Source: an optimization exercise on an open RTL-to-GDS flow (aim: small area, a short achievable clock period and few clock cycles per item). Production flows keep margins and buffers that such runs may drop.
Where RTL was checked, it was by simulation tests only, not by an equivalence proof against the original.
Power and IR drop assume default switching activity.

==> inputs of build 39 <==
Design dxt1_dxt5_block_decoder_core, start of the top module:
module dxt1_dxt5_block_decoder_core #(
    parameter int MAX_DIMENSION = 4096
) (
    input  logic         i_clk,
    input  logic         i_rst_n,
    input  logic         i_cfg_valid,
    output logic         o_cfg_ready,
    input  logic [1:0]   i_cfg_index,
    input  logic [12:0]  i_cfg_data,
    input  logic         s_axis_tvalid,
    output logic         s_axis_tready,
    input  logic [127:0] s_axis_tdata,    
    output logic         m_axis_tvalid,
    input  logic         m_axis_tready,
    output logic [55:0]  m_axis_tdata,    
    output logic         m_axis_tlast,
    output logic [0:0]   m_axis_tuser     
);
    localparam logic [1:0] AM_INTERP = 2'd0;
    localparam logic [1:0] AM_ZERO   = 2'd1;
    localparam logic [1:0] AM_FULL   = 2'd2;
    function automatic logic [9:0] blkdim1(input logic [12:0] v);
        if (v[12]) begin
            blkdim1 = 10'd1023;
        end else if (v[11:2] == 10'd0) begin
            blkdim1 = 10'd0;
        end else begin
            blkdim1 = v[11:2] - 10'd1;
        end
    endfunction
    function automatic logic [23:0] expand565(input logic [15:0] v);
        expand565 = {v[4:0], v[4:2], v[10:5], v[10:9], v[15:11], v[15:13]};
    endfunction
    function automatic logic [7:0] div3(input logic [9:0] n);
        logic [1:0] r;
  ...
==> flow/config.mk <==
export PLATFORM = sky130hd
export DESIGN_NAME = dxt1_dxt5_block_decoder_core
export DESIGN_NICKNAME = dxt1_dxt5_block_decoder_core
export VERILOG_FILES = /design/flow/design.v
export SDC_FILE = /design/flow/constraint.sdc
export NUM_CORES = 4
export LEC_CHECK = 0
export ABC_AREA = 1
export CAP_MARGIN = 20
export CORE_MARGIN = 2
export CORE_UTILIZATION = 40
export CTS_CLUSTER_DIAMETER = 80
export CTS_CLUSTER_SIZE = 20
export SLEW_MARGIN = 20
export SETUP_SLACK_MARGIN = 5.5
export BUFFER_PORTS_ARGS = -buffer_cell sky130_fd_sc_hd__buf_1
==> flow/constraint.sdc <==
create_clock -name core_clock -period 9.0 [get_ports {i_clk}]
set_input_delay 1.8000 -clock core_clock [delete_from_list [all_inputs] [get_ports {i_clk}]]
set_output_delay 1.8000 -clock core_clock [all_outputs]
set_load 0.01 [all_outputs]
standard.sh (not shown) runs the stock make flow with config.mk's settings and CLKGATE_MAP_FILE= SYNTH_SCRIPT=/design/flow/synth_recipe.tcl, a recipe that flattens the netlist after the stock synthesis.
==> flow/flow/run.sh <==
#!/bin/bash
set -o pipefail
cat >> config.mk <<'CFG'
export SETUP_SLACK_MARGIN = 5.5
export BUFFER_PORTS_ARGS = -buffer_cell sky130_fd_sc_hd__buf_1
CFG
bash standard.sh > standard_run.log 2>&1
==> build 9: changes against build 39 <==
--- a/flow/design.v
+++ b/flow/design.v
@@ -280,10 +280,84 @@
             4'd14: st3 = 4'd0;
             4'd15: st3 = 4'd0;
             default: st3 = 4'd0;
         endcase
     endfunction
+    function automatic logic [2:0] mod7s(input logic [4:0] v);
+        case (v)
+            5'd0: mod7s = 3'd0;
+            5'd1: mod7s = 3'd1;
+            5'd2: mod7s = 3'd2;
+            5'd3: mod7s = 3'd3;
+            5'd4: mod7s = 3'd4;
+            5'd5: mod7s = 3'd5;
+            5'd6: mod7s = 3'd6;
+            5'd7: mod7s = 3'd0;
+            5'd8: mod7s = 3'd1;
+            5'd9: mod7s = 3'd2;
+            5'd10: mod7s = 3'd3;
+            5'd11: mod7s = 3'd4;
+            5'd12: mod7s = 3'd5;
+            5'd13: mod7s = 3'd6;
+            5'd14: mod7s = 3'd0;
+            5'd15: mod7s = 3'd1;
+            5'd16: mod7s = 3'd2;
+            5'd17: mod7s = 3'd3;
+            5'd18: mod7s = 3'd4;
+            5'd19: mod7s = 3'd5;
+            5'd20: mod7s = 3'd6;
+            5'd21: mod7s = 3'd0;
+            5'd22: mod7s = 3'd1;
+            5'd23: mod7s = 3'd2;
+            5'd24: mod7s = 3'd3;
+            5'd25: mod7s = 3'd4;
+            5'd26: mod7s = 3'd5;
+            5'd27: mod7s = 3'd6;
+            5'd28: mod7s = 3'd0;
+            5'd29: mod7s = 3'd1;
+            5'd30: mod7s = 3'd2;
+            5'd31: mod7s = 3'd3;
+            default: mod7s = 3'd0;
+        endcase
+    endfunction
+    function automatic logic [2:0] mod5s(input logic [4:0] v);
+        case (v)
+            5'd0: mod5s = 3'd0;
+            5'd1: mod5s = 3'd1;
+            5'd2: mod5s = 3'd2;
+            5'd3: mod5s = 3'd3;
+            5'd4: mod5s = 3'd4;
+            5'd5: mod5s = 3'd0;
+            5'd6: mod5s = 3'd1;
+            5'd7: mod5s = 3'd2;
+            5'd8: mod5s = 3'd3;
+            5'd9: mod5s = 3'd4;
+            5'd10: mod5s = 3'd0;
+            5'd11: mod5s = 3'd1;
+            5'd12: mod5s = 3'd2;
+            5'd13: mod5s = 3'd3;
+            5'd14: mod5s = 3'd4;
+            5'd15: mod5s = 3'd0;
+            5'd16: mod5s = 3'd1;
+            5'd17: mod5s = 3'd2;
+            5'd18: mod5s = 3'd3;
+            5'd19: mod5s = 3'd4;
+            5'd20: mod5s = 3'd0;
+            5'd21: mod5s = 3'd1;
+            5'd22: mod5s = 3'd2;
+            5'd23: mod5s = 3'd3;
+            5'd24: mod5s = 3'd4;
+            5'd25: mod5s = 3'd0;
+            5'd26: mod5s = 3'd1;
+            5'd27: mod5s = 3'd2;
+            5'd28: mod5s = 3'd3;
+            5'd29: mod5s = 3'd4;
+            5'd30: mod5s = 3'd0;
+            5'd31: mod5s = 3'd1;
+            default: mod5s = 3'd0;
+        endcase
+    endfunction
     logic        r_fmt;
     logic [9:0]  r_bw, r_bh;        
     assign o_cfg_ready = 1'b1;
     always_ff @(posedge i_clk) begin
         if (!i_rst_n) begin
@@ -316,15 +390,14 @@
     logic [2:0]   r_nai;           
     logic         r_cv;
     logic [29:0]  r_cn;            
     logic         r_cfour;
     logic [2:0]   r_cj;            
+    logic [7:0]   r_cag;           
     logic [1:0]   r_cam;           
     logic         r_pseven;
-    logic [7:0]   r_pa0;           
     logic [5:0]   r_pq;
-    logic [2:0]   r_pr;
     logic         r_ov;
     logic [31:0]  r_rgba;
     logic [21:0]  r_idx;
     logic [3:0]   r_ok;            
     logic         r_blast;         
@@ -335,11 +408,10 @@
     logic w_bv_n, w_busy_n;
     logic [21:0] w_aug, w_add, w_sum;
     logic [11:0] w_rm;
     logic [10:0] w_col1, w_row1;
     logic        w_cin;
-    logic [22:0] w_sum23, w_idx23;
     assign w_acc    = s_axis_tvalid && r_rdy;
     assign w_go     = r_cv && (!r_ov || m_axis_tready);
     assign w_sel    = r_bv && (!r_cv || w_go);
     assign w_first  = w_go && (r_ok == 4'd0);
     assign w_upd    = r_upd;
@@ -364,12 +436,11 @@
             w_aug = (r_it == 4'd0) ? 22'd0 : {r_bb[20:0], 1'b0};
             w_cin = w_rm[4'd11 - r_it];
             w_add = w_cin ? 22'(r_bw) : 22'd0;
         end
     end
-    assign w_sum23 = {w_aug, 1'b1} + {w_add, w_cin};
-    assign w_sum   = w_sum23[22:1];
+    assign w_sum = w_aug + w_add + 22'(w_cin);
     assign w_bv_n   = w_acc ? 1'b1 : (w_sel && r_k == 4'd15) ? 1'b0 : r_bv;
     assign w_busy_n = w_bset ? 1'b1 : (w_step && r_it == 4'd12) ? 1'b0 : r_busy;
     always_ff @(posedge i_clk) begin
         if (!i_rst_n) begin
             r_col  <= 10'd0;
@@ -490,62 +561,62 @@
         end else begin
             w_am = AM_INTERP;
         end
     end
     logic [8:0] w_qr;
+    logic [2:0] w_r, w_gs;
+    logic [7:0] w_ag;
     assign w_qr = divmod57(r_bad, r_bseven);
+    assign w_r  = r_bseven ? mod7s(5'(r_bad[7:6]) + 5'(r_bad[5:3]) + 5'(r_bad[2:0]))
+                           : mod5s(5'(r_bad[7:4]) + 5'(r_bad[3:0]));
+    assign w_gs = galpha({r_bseven, w_j, w_r});
+    assign w_ag = (r_bseven ? ~r_lo[7:0] : r_lo[7:0]) + 8'(w_gs);
     always_ff @(posedge i_clk) begin
         if (w_sel) begin
             r_cn    <= w_n;
             r_cfour <= w_four;
             r_cj    <= w_j;
+            r_cag   <= w_ag;
             r_cam   <= w_am;
             if (r_k == 4'd0) begin
                 r_pseven <= r_bseven;
-                r_pa0    <= r_bseven ? ~r_lo[7:0] : r_lo[7:0];
                 r_pq     <= w_qr[8:3];
-                r_pr     <= w_qr[2:0];
             end
         end
     end
     logic [23:0] w_rgb;
-    logic [2:0]  w_g;
-    logic [7:0]  w_z, w_alpha, w_p0, w_p1, w_p2, w_s1, w_s2, w_s3;
-    logic [8:0]  w_y1, w_y2, w_y3;
+    logic [7:0]  w_z, w_alpha, w_p0, w_p1, w_p2, w_s1, w_s2;
+    logic [8:0]  w_y1, w_y2;
     always_comb begin
         for (int ch = 0; ch < 3; ch++) begin
             w_rgb[ch*8 +: 8] = r_cfour ? div3(r_cn[ch*10 +: 10]) : r_cn[ch*10+1 +: 8];
         end
-        w_g = galpha({r_pseven, r_cj, r_pr});
         w_p0 = r_cj[0] ? 8'(r_pq) : 8'd0;
         w_p1 = r_cj[1] ? 8'({r_pq, 1'b0}) : 8'd0;
         w_p2 = r_cj[2] ? 8'({r_pq, 2'b00}) : 8'd0;
-        w_s1 = r_pa0 ^ w_p0 ^ w_p1;
-        w_y1 = {(r_pa0 & w_p0) | (r_pa0 & w_p1) | (w_p0 & w_p1), 1'b0};
+        w_s1 = r_cag ^ w_p0 ^ w_p1;
+        w_y1 = {(r_cag & w_p0) | (r_cag & w_p1) | (w_p0 & w_p1), 1'b0};
         w_s2 = w_s1 ^ w_y1[7:0] ^ w_p2;
         w_y2 = {(w_s1 & w_y1[7:0]) | (w_s1 & w_p2) | (w_y1[7:0] & w_p2), 1'b0};
-        w_s3 = w_s2 ^ w_y2[7:0] ^ 8'(w_g);
-        w_y3 = {(w_s2 & w_y2[7:0]) | (w_s2 & 8'(w_g)) | (w_y2[7:0] & 8'(w_g)), 1'b0};
-        w_z  = w_s3 + w_y3[7:0];
+        w_z  = w_s2 + w_y2[7:0];
         case (r_cam)
             AM_ZERO: w_alpha = 8'd0;
             AM_FULL: w_alpha = 8'd255;
             default: w_alpha = r_pseven ? ~w_z : w_z;
         endcase
     end
-    assign w_idx23 = {r_idx, 1'b1} + {12'd0, r_bbw, 1'b1};
     always_ff @(posedge i_clk) begin
         if (w_go) begin
             r_rgba  <= {w_alpha, w_rgb};
             r_olast <= (r_ok == 4'd15);
             r_ouser <= (r_ok == 4'd15) && r_blast;
             r_oklo  <= r_ok[1:0];
             if (r_ok == 4'd0) begin
                 r_idx   <= r_bb;
                 r_blast <= r_lc && r_lr;
             end else if (r_ok[1:0] == 2'd0) begin
-                r_idx <= w_idx23[22:1];
+                r_idx <= r_idx + 22'(r_bbw) + 22'd1;
             end
         end
     end
     assign s_axis_tready = r_rdy;
     assign m_axis_tvalid = r_ov;
==> flow/flow/run.sh (replaced) <==
#!/bin/bash
set -o pipefail
cat >> config.mk <<'CFG'
export SETUP_SLACK_MARGIN = 5.4
export BUFFER_PORTS_ARGS = -buffer_cell sky130_fd_sc_hd__buf_1
CFG
bash standard.sh > standard_run.log 2>&1
- CTS_CLUSTER_DIAMETER: 80 -> default
- CTS_CLUSTER_SIZE: 20 -> default
- SETUP_SLACK_MARGIN: 5.5 -> 5.4
==> impl_metrics.py <==
metrics = {
    "hold_path": {
        "min_to": "r_bb[3]",
    },
    "die": {
        "dieWidth_um": 245.9,
    },
    "power": {
        "powerComb_mw": 4.58,
        "clock_power_mw": 1.58,
        "cellPowerDensity_nw_per_um2": 299.9,
    },
    "finish": {
        "clk_share": 0.04527,
    },
    "drt": {
        "wirelength_um": 63290,
        "wire_per_inst_um": 16.07,
    },
    "outcome": {
        "outcome": "finished clean",
    },
    "synth": {
        "synth-edff-count": 258,
        "synth_area_um2": 23410,
    },
}
(the above is from build 9)
==> impl_metrics.py <==
metrics = {
    "outcome": {
        "outcome": "finished clean",
    },
    "worst_setup_path": {
        "critPathLaunchType": "register",
        "r2r_setup_slack_ps": 5490,
    },
    "drt": {
        "wire_per_inst_um": 16.57,
        "wirelength_um": 63800,
    },
    "finish": {
        "flops_and_latches": 342,
        "clkbuf_count": 35,
        "clk_share": 0.03257,
    },
    "power": {
        "cellPowerDensity_nw_per_um2": 275.2,
        "clock_power_mw": 1.25,
    },
    "synth": {
        "synth-edff-count": 261,
    },
    "hold_path": {
        "min_to": "r_bb[5]",
    },
}
(the above is from build 39)
No functional check of the RTL was part of any run of this note.

==> run a <==
dxt1_dxt5_block_decoder_core, a different RTL version from the one above (not shown whole).
## dxt1_dxt5_block_decoder_core
module dxt1_dxt5_block_decoder_core #(
    parameter int MAX_DIMENSION = 4096
) (
    input  logic         i_clk,
    input  logic         i_rst_n,
    input  logic         i_cfg_valid,
    output logic         o_cfg_ready,
    input  logic [1:0]   i_cfg_index,
    input  logic [12:0]  i_cfg_data,
    input  logic         s_axis_tvalid,
    output logic         s_axis_tready,
    input  logic [127:0] s_axis_tdata,    
    output logic         m_axis_tvalid,
    input  logic         m_axis_tready,
    output logic [55:0]  m_axis_tdata,    
    output logic         m_axis_tlast,
    output logic [0:0]   m_axis_tuser     
);
export LEC_CHECK = 0
export ABC_AREA = 1
export CAP_MARGIN = 20
export CORE_MARGIN = 2
export CORE_UTILIZATION = 60
export SLEW_MARGIN = 20
export SETUP_SLACK_MARGIN = 5.5
export BUFFER_PORTS_ARGS = -buffer_cell sky130_fd_sc_hd__buf_1
create_clock -name core_clock -period 9.0 [get_ports {i_clk}]
==> flow/flow/run.sh <==
#!/bin/bash
set -o pipefail
cat >> config.mk <<'CFG'
export SETUP_SLACK_MARGIN = 5.5
export BUFFER_PORTS_ARGS = -buffer_cell sky130_fd_sc_hd__buf_1
CFG
bash standard.sh > standard_run.log 2>&1
==> run b: changes against run a <==
- CORE_UTILIZATION: 60 -> 40
==> results.toml <==
[status]
status = "finished clean"

[power]
clk-power_mw = 1.72
power_mw = 7.57

[global_routing]
grt_max_degree = 77
grtUsageMet1_pct = 29.1

[clock_network]
numCtsBuffers = 41
cts-resized-gates = 42

[cells_and_area]
clkCellAreaFrac_pct = 5.11
fill_cells = 5687
post-route-util_pct = 46.4

[place]
dp_slack_ns = 4.71
placed_area_sq_um = 25300

[drt]
vias = 20180
met1_length_um = 30700

[setup_path]
worstPathCellList = "nand2_1, inv_2, fa_1, fa_1, fa_1, ha_1, a21oi_2, nor2_1, nor2_1, nor2_1, o21ai_1, nand2_1, or2_4, nand3_2, nand2_1"
rrSetupSlack_ns = 5.52
# the run above: run b

==> results.toml <==
[setup_path]
rrSetupSlack_ns = 5.37
worstPathCellList = "nand2_1, inv_1, fa_1, fa_1, fa_1, ha_1, a21oi_2, nor2_1, nor2_1, nor2_1, buf_4, buf_4, inv_1, nand3_1, nand2_1, o21ai_0"

[power]
clk-power_mw = 1.52
power_mw = 7.40

[global_routing]
grtUsageMet1_pct = 40.0
grt_max_degree = 88

[status]
status = "finished clean"

[place]
placed_area_sq_um = 24900
dp_slack_ns = 4.70

[cells_and_area]
post-route-util_pct = 69.3

[drt]
met1_length_um = 27400
# the run above: run a

No run of this note included a check of the RTL's function; only the layout flow was run.

==> job 4490 <==
Another version of the RTL of dxt1_dxt5_block_decoder_core (not shown whole).
Settings: LEC_CHECK=0, ABC_AREA=1, CAP_MARGIN=20, CORE_MARGIN=2, CORE_UTILIZATION=40, CTS_CLUSTER_DIAMETER=80, CTS_CLUSTER_SIZE=20, SLEW_MARGIN=20, SETUP_SLACK_MARGIN=5.5, BUFFER_PORTS_ARGS=-buffer_cell sky130_fd_sc_hd__buf_1; clock period 9.0 ns.
Scripts as last shown in full above: flow/flow/run.sh
==> inputs of job 375, as changes to job 4490 <==
--- a/flow/design.v
+++ b/flow/design.v
@@ -54,14 +54,21 @@
         end else begin
             blkdim1 = v[11:2] - 10'd1;
         end
     endfunction
     function automatic logic [1:0] sxy(input logic [1:0] c);
         sxy = {c[0] ^ c[1], c[0]};
     endfunction
+    function automatic logic [4:0] booth(input logic [2:0] j);
+        booth[4] = j[2] & j[1];
+        booth[3] = j[2] ^ j[1];
+        booth[2] = j[1] & !j[0];
+        booth[1] = j[0];
+        booth[0] = j[1];
+    endfunction
     function automatic logic [23:0] expand565(input logic [15:0] v);
         expand565 = {v[4:0], v[4:2], v[10:5], v[10:9], v[15:11], v[15:13]};
     endfunction
     function automatic logic [7:0] div3(input logic [9:0] n);
         logic [1:0] r;
         logic [3:0] t;
         logic [9:0] q;
@@ -215,15 +222,15 @@
     logic         r_bseven;        
     logic [3:0]   r_k;             
     logic [1:0]   r_nci;           
     logic [2:0]   r_nai;           
     logic         r_cv;
     logic [29:0]  r_cn;            
     logic         r_cfour;
-    logic [2:0]   r_cj;            
+    logic [4:0]   r_cb;            
     logic [1:0]   r_cam;           
     logic         r_pseven;
     logic [7:0]   r_pa0;           
     logic [5:0]   r_pq;
     logic [5:0]   r_pf;            
     logic         r_ov;
     logic [31:0]  r_rgba;
@@ -417,15 +424,15 @@
         end
     end
     assign w_qr = divmod57(r_bad, r_bseven);
     always_ff @(posedge i_clk) begin
         if (w_sel) begin
             r_cn    <= w_n;
             r_cfour <= w_four;
-            r_cj    <= w_j;
+            r_cb    <= booth(w_j);
             r_cam   <= w_am;
             if (r_k == 4'd0) begin
                 r_pseven <= r_bseven;
                 r_pa0    <= r_bseven ? ~r_lo[7:0] : r_lo[7:0];
                 r_pq     <= w_qr[8:3];
                 r_pf     <= w_f;
             end
@@ -438,28 +445,20 @@
     logic [14:0] w_y1, w_z15;
     always_comb begin
         for (int ch = 0; ch < 3; ch++) begin
             w_rgb[ch*8 +: 8] = r_cfour ? div3(r_cn[ch*10 +: 10]) : r_cn[ch*10+1 +: 8];
         end
         w_qq = {r_pq, r_pf};
         w_a  = {r_pa0, {6{r_pseven}}};
-        case (r_cj[2:1])
-            2'b00:   w_p2 = 14'd0;
-            2'b11:   w_p2 = 14'({w_qq, 3'b000});
-            default: w_p2 = 14'({w_qq, 2'b00});
-        endcase
-        case (r_cj[1:0])
-            2'b00:   w_p0 = 14'd0;
-            2'b01:   w_p0 = 14'(w_qq);
-            2'b10:   w_p0 = ~(14'({w_qq, 1'b0}));
-            default: w_p0 = ~(14'(w_qq));
-        endcase
+        w_p2 = (r_cb[4] ? 14'({w_qq, 3'b000}) : 14'd0) | (r_cb[3] ? 14'({w_qq, 2'b00}) : 14'd0);
+        w_p0 = ((r_cb[2] ? 14'({w_qq, 1'b0}) : 14'd0) | (r_cb[1] ? 14'(w_qq) : 14'd0))
+             ^ {14{r_cb[0]}};
         w_s1  = w_a ^ w_p0 ^ w_p2;
         w_y1  = {(w_a & w_p0) | (w_a & w_p2) | (w_p0 & w_p2), 1'b0};
-        w_z15 = {w_s1, 1'b1} + {w_y1[13:0], r_cj[1]};
+        w_z15 = {w_s1, 1'b1} + {w_y1[13:0], r_cb[0]};
         w_z   = w_z15[14:7];
         case (r_cam)
             AM_ZERO: w_alpha = 8'd0;
             AM_FULL: w_alpha = 8'd255;
             default: w_alpha = r_pseven ? ~w_z : w_z;
         endcase
     end
==> flow/flow/run.sh (replaced) <==
#!/bin/bash
set -o pipefail
cat >> config.mk <<'CFG'
export SETUP_SLACK_MARGIN = 5.7
export BUFFER_PORTS_ARGS = -buffer_cell sky130_fd_sc_hd__buf_1
CFG
bash standard.sh > standard_run.log 2>&1
--- a/flow/config.mk
+++ b/flow/config.mk
@@ -8,9 +8,9 @@
 export ABC_AREA = 1
 export CAP_MARGIN = 20
 export CORE_MARGIN = 2
 export CORE_UTILIZATION = 40
 export CTS_CLUSTER_DIAMETER = 80
 export CTS_CLUSTER_SIZE = 20
 export SLEW_MARGIN = 20
-export SETUP_SLACK_MARGIN = 5.5
+export SETUP_SLACK_MARGIN = 5.7
 export BUFFER_PORTS_ARGS = -buffer_cell sky130_fd_sc_hd__buf_1
==> qor summary <==
Status: job 4490 timing/DRC/antenna clean; job 375 timing/DRC/antenna clean
Sw Ratio: job 4490 41.95%; job 375 42.34%
WHS Path Cells: job 4490 2; job 375 0
Register share of total power: job 4490 33.8%; job 375 32.9%
DP Area: job 4490 24990 sq um; job 375 24920 sq um
FFs & Latches: job 4490 345; job 375 347
Initial Utilization: job 4490 40.48%; job 375 40.43%
Maximum operating frequency: job 4490 292.2 MHz; job 375 306.7 MHz
Die Width: job 4490 245.9 um; job 375 245.5 um
Share of synthesized area spent on multiplexers: job 4490 0.2192%; job 375 0.3111%
Clock power frac: job 4490 20.6%; job 375 19.3%
Clk pwr: job 4490 1.31 mW; job 375 1.28 mW
Mean number of vias per cell: job 4490 5.290; job 375 5.317
Maximum vdd drop: job 4490 0.0001852 V; job 375 0.0001610 V
Seq pwr: job 4490 2.15 mW; job 375 2.18 mW
Crit. Startpoint: job 4490 s_axis_tdata[4]; job 375 s_axis_tdata[13]
Sequential share of cell area: job 4490 36.07%; job 375 36.10%
Multi-input gate area: job 4490 12260 sq um; job 375 12390 sq um
Post-CTS resize count: job 4490 31; job 375 42
Mean area per synthesized cell: job 4490 8.101 sq um; job 375 8.169 sq um
Vias in the first global route: job 4490 19479; job 375 19316
Height of the die: job 4490 245.9 um; job 375 245.5 um
Post-synth EDFFs: job 4490 264; job 375 266
Testbench counts of job 4490, summed over its fixed seeds: cycles 17,440, items 16,384.
Testbench counts of job 375, summed over its fixed seeds: cycles 17,440, items 16,384.

## static timing again, ports no longer ideal
How much do the figures lean on ideal ports? The routed layouts below were timed once more, with nothing changed but the port constraints.
Step 1 (the two cells are an assumption about what drives the block):
set clk [get_ports {i_clk}]
set_driving_cell -lib_cell sky130_fd_sc_hd__clkbuf_16 $clk
set_driving_cell -lib_cell sky130_fd_sc_hd__buf_2 [delete_from_list [all_inputs] $clk]
Step 2 adds t to the input delays and takes it off the output delays; t is the mean of the earliest and latest rising clock arrival at the registers after step 1. Input paths then give back, and output paths get back, about the clock's delay inside the block.
Three values: ideal ports, drivers, drivers and shift; two values: the first two.
| run | shift t [ns] | setup slack, ns | worst setup path at the end | cell pins on the clock port's net |
|---|---|---|---|---|
| build 39 | 0.628 | 5.491 / 5.491 / 5.027 | input to register | 1 |
| build 9 | 0.619 | 4.118 / 4.118 / 4.118 | register to register | 1 |
| run a | 0.611 | 5.374 / 5.374 / 5.036 | input to register | 1 |
| run b | 0.630 | 5.525 / 5.525 / 5.023 | input to register | 1 |
| job 4490 | 0.649 | 5.578 / 5.589 / 4.939 | input to register | 1 |
| job 375 | 0.647 | 5.739 / 5.714 / 5.095 | input to register | 1 |
After both steps setup and hold are still met in every run listed. The setup slack of job 375, which loses most, moves by -0.025 ns with the drivers and by -0.644 ns with both steps.
